Source: an optimization exercise on an open RTL-to-GDS flow (aim: small area and a short achievable clock period). Production flows keep margins and buffers that such runs may drop.
RTL that was checked went through simulation tests only; none was proved equivalent to the original.
Power figures rest on the tool's default switching activity, not on a simulated workload.

==> module cmp42, before the edit <==
module cmp42 (
   input  logic [13:0] x0,
   input  logic [13:0] x1,
   input  logic [13:0] x2,
   input  logic [13:0] x3,
   output logic [13:0] s,
   output logic [13:0] c
);
   logic [13:0] t, u, v, co, ci;
   assign t  = x0 ^ x1;
   assign u  = x2 ^ x3;
   assign v  = t ^ u;
   for (genvar i = 0; i < 14; i++) begin : g_co
      assign co[i] = t[i] ? x2[i] : x0[i];
   end
   assign ci = {co[12:0], 1'b0};
   assign s  = v ^ ci;
   for (genvar i = 0; i < 13; i++) begin : g_c
      assign c[i+1] = v[i] ? ci[i] : x3[i];
   end
   assign c[0] = 1'b0;
endmodule
==> module csa8to4, before the edit <==
module csa8to4 (
   input  logic [7:0][10:0] m,
   output logic [3:0][13:0] r
);
   cmp42 u_a (.x0(14'(m[0])), .x1(14'(m[1])), .x2(14'(m[2])), .x3(14'(m[3])), .s(r[0]), .c(r[1]));
   cmp42 u_b (.x0(14'(m[4])), .x1(14'(m[5])), .x2(14'(m[6])), .x3(14'(m[7])), .s(r[2]), .c(r[3]));
endmodule
==> module csa4to2, before the edit <==
module csa4to2 (
   input  logic [3:0][13:0] r,
   output logic [13:0]      s,
   output logic [13:0]      c
);
   cmp42 u_a (.x0(r[0]), .x1(r[1]), .x2(r[2]), .x3(r[3]), .s(s), .c(c));
endmodule
Settings: LEC_CHECK=0, ABC_AREA=1, ABC_CLOCK_PERIOD_IN_PS=2000, CAP_MARGIN=20, CORE_MARGIN=2, CORE_UTILIZATION=40, CTS_BUF_LIST=sky130_fd_sc_hd__clkbuf_8 sky130_fd_sc_hd__clkbuf_16, CTS_CLUSTER_DIAMETER=80, CTS_CLUSTER_SIZE=20, PLACE_DENSITY=0.6, SETUP_SLACK_MARGIN=1.8, SLEW_MARGIN=20; clock period 4.0 ns.
standard.sh (not shown) runs the stock make flow with config.mk's settings and CLKGATE_MAP_FILE= SYNTH_SCRIPT=/design/flow/synth_recipe.tcl, a recipe that flattens the netlist after the stock synthesis.
==> flow/flow/run.sh <==
#!/bin/bash
set -e
export BUFFER_PORTS_ARGS="-buffer_cell sky130_fd_sc_hd__buf_2"
bash standard.sh > standard_flow.log 2>&1
Rerun with:
--- a/flow/design.v
+++ b/flow/design.v
@@ -54,45 +54,43 @@
    always_ff @(posedge clk) begin
       e4_q <= v3 ? (e3s_q + e3c_q) : 20'd0;
    end
    assign ev_o = e4_q;
 endmodule
-module cmp42 (
-   input  logic [13:0] x0,
-   input  logic [13:0] x1,
-   input  logic [13:0] x2,
-   input  logic [13:0] x3,
-   output logic [13:0] s,
-   output logic [13:0] c
-);
-   logic [13:0] t, u, v, co, ci;
-   assign t  = x0 ^ x1;
-   assign u  = x2 ^ x3;
-   assign v  = t ^ u;
-   for (genvar i = 0; i < 14; i++) begin : g_co
-      assign co[i] = t[i] ? x2[i] : x0[i];
-   end
-   assign ci = {co[12:0], 1'b0};
-   assign s  = v ^ ci;
-   for (genvar i = 0; i < 13; i++) begin : g_c
-      assign c[i+1] = v[i] ? ci[i] : x3[i];
-   end
-   assign c[0] = 1'b0;
-endmodule
 module csa8to4 (
    input  logic [7:0][10:0] m,
    output logic [3:0][13:0] r
 );
-   cmp42 u_a (.x0(14'(m[0])), .x1(14'(m[1])), .x2(14'(m[2])), .x3(14'(m[3])), .s(r[0]), .c(r[1]));
-   cmp42 u_b (.x0(14'(m[4])), .x1(14'(m[5])), .x2(14'(m[6])), .x3(14'(m[7])), .s(r[2]), .c(r[3]));
+   logic [13:0] x0, x1, x2, x3, x4, x5, x6, x7;
+   logic [13:0] sa, ca, sb, cb;
+   assign x0 = 14'(m[0]);
+   assign x1 = 14'(m[1]);
+   assign x2 = 14'(m[2]);
+   assign x3 = 14'(m[3]);
+   assign x4 = 14'(m[4]);
+   assign x5 = 14'(m[5]);
+   assign x6 = 14'(m[6]);
+   assign x7 = 14'(m[7]);
+   assign sa = x0 ^ x1 ^ x2;
+   assign ca = {((x0[12:0] & x1[12:0]) | (x0[12:0] & x2[12:0]) | (x1[12:0] & x2[12:0])), 1'b0};
+   assign sb = x3 ^ x4 ^ x5;
+   assign cb = {((x3[12:0] & x4[12:0]) | (x3[12:0] & x5[12:0]) | (x4[12:0] & x5[12:0])), 1'b0};
+   assign r[0] = sa ^ ca ^ sb;
+   assign r[1] = {((sa[12:0] & ca[12:0]) | (sa[12:0] & sb[12:0]) | (ca[12:0] & sb[12:0])), 1'b0};
+   assign r[2] = cb ^ x6 ^ x7;
+   assign r[3] = {((cb[12:0] & x6[12:0]) | (cb[12:0] & x7[12:0]) | (x6[12:0] & x7[12:0])), 1'b0};
 endmodule
 module csa4to2 (
    input  logic [3:0][13:0] r,
    output logic [13:0]      s,
    output logic [13:0]      c
 );
-   cmp42 u_a (.x0(r[0]), .x1(r[1]), .x2(r[2]), .x3(r[3]), .s(s), .c(c));
+   logic [13:0] t, u;
+   assign t = r[0] ^ r[1] ^ r[2];
+   assign u = {((r[0][12:0] & r[1][12:0]) | (r[0][12:0] & r[2][12:0]) | (r[1][12:0] & r[2][12:0])), 1'b0};
+   assign s = t ^ u ^ r[3];
+   assign c = {((t[12:0] & u[12:0]) | (t[12:0] & r[3][12:0]) | (u[12:0] & r[3][12:0])), 1'b0};
 endmodule
 module tdc_time_accum (
    input  logic        clk,
    input  logic        rst,
    input  logic [87:0] int_data,
Effect:
- total power shrinks by a few percent
- via count goes down by roughly a tenth
- global-route usage goes down by 0.17 points
- worst setup slack improves by 76 ps
- sequential share of layout area climbs by 1.2 points
- clock power went down by a few percent
- wire length shrinks by a few percent
- core utilization barely changes
- clock skew goes up by 5.7 ps
- non-clock buffer count decreases by 1
- design area is lower by a few percent
- maximum frequency increases by a few percent
- sequential power hardly moves
- area after synthesis drops by a few percent
Function not checked in the first run of this note: the RTL went through the layout flow alone.

## separate check: timing with driven ports
No port has a modelled driver above. Below, the same layouts with a new extraction and two added sets of constraints. Step 1 assumes that a clkbuf_16 drives the clock port and a buf_2 every other input. Step 2 also shifts input and output timing later by t, the mid clock arrival at the registers, as if the neighbouring blocks saw the same clock. Slacks: ideal ports / drivers / drivers and shift; pairs: ideal ports / drivers.
run | shift t [ns] | setup slack, ns | hold slack, ns
the first run | 0.612 | 1.888 / 1.888 / 1.490 | 0.164 / 0.131 / 0.320
the second run | 0.618 | 1.965 / 1.968 / 1.384 | 0.322 / 0.285 / 0.322
After both steps every run listed still meets setup and hold. The setup slack of the second run, which loses most, moves by +0.003 ns with the drivers and by -0.581 ns with both steps.
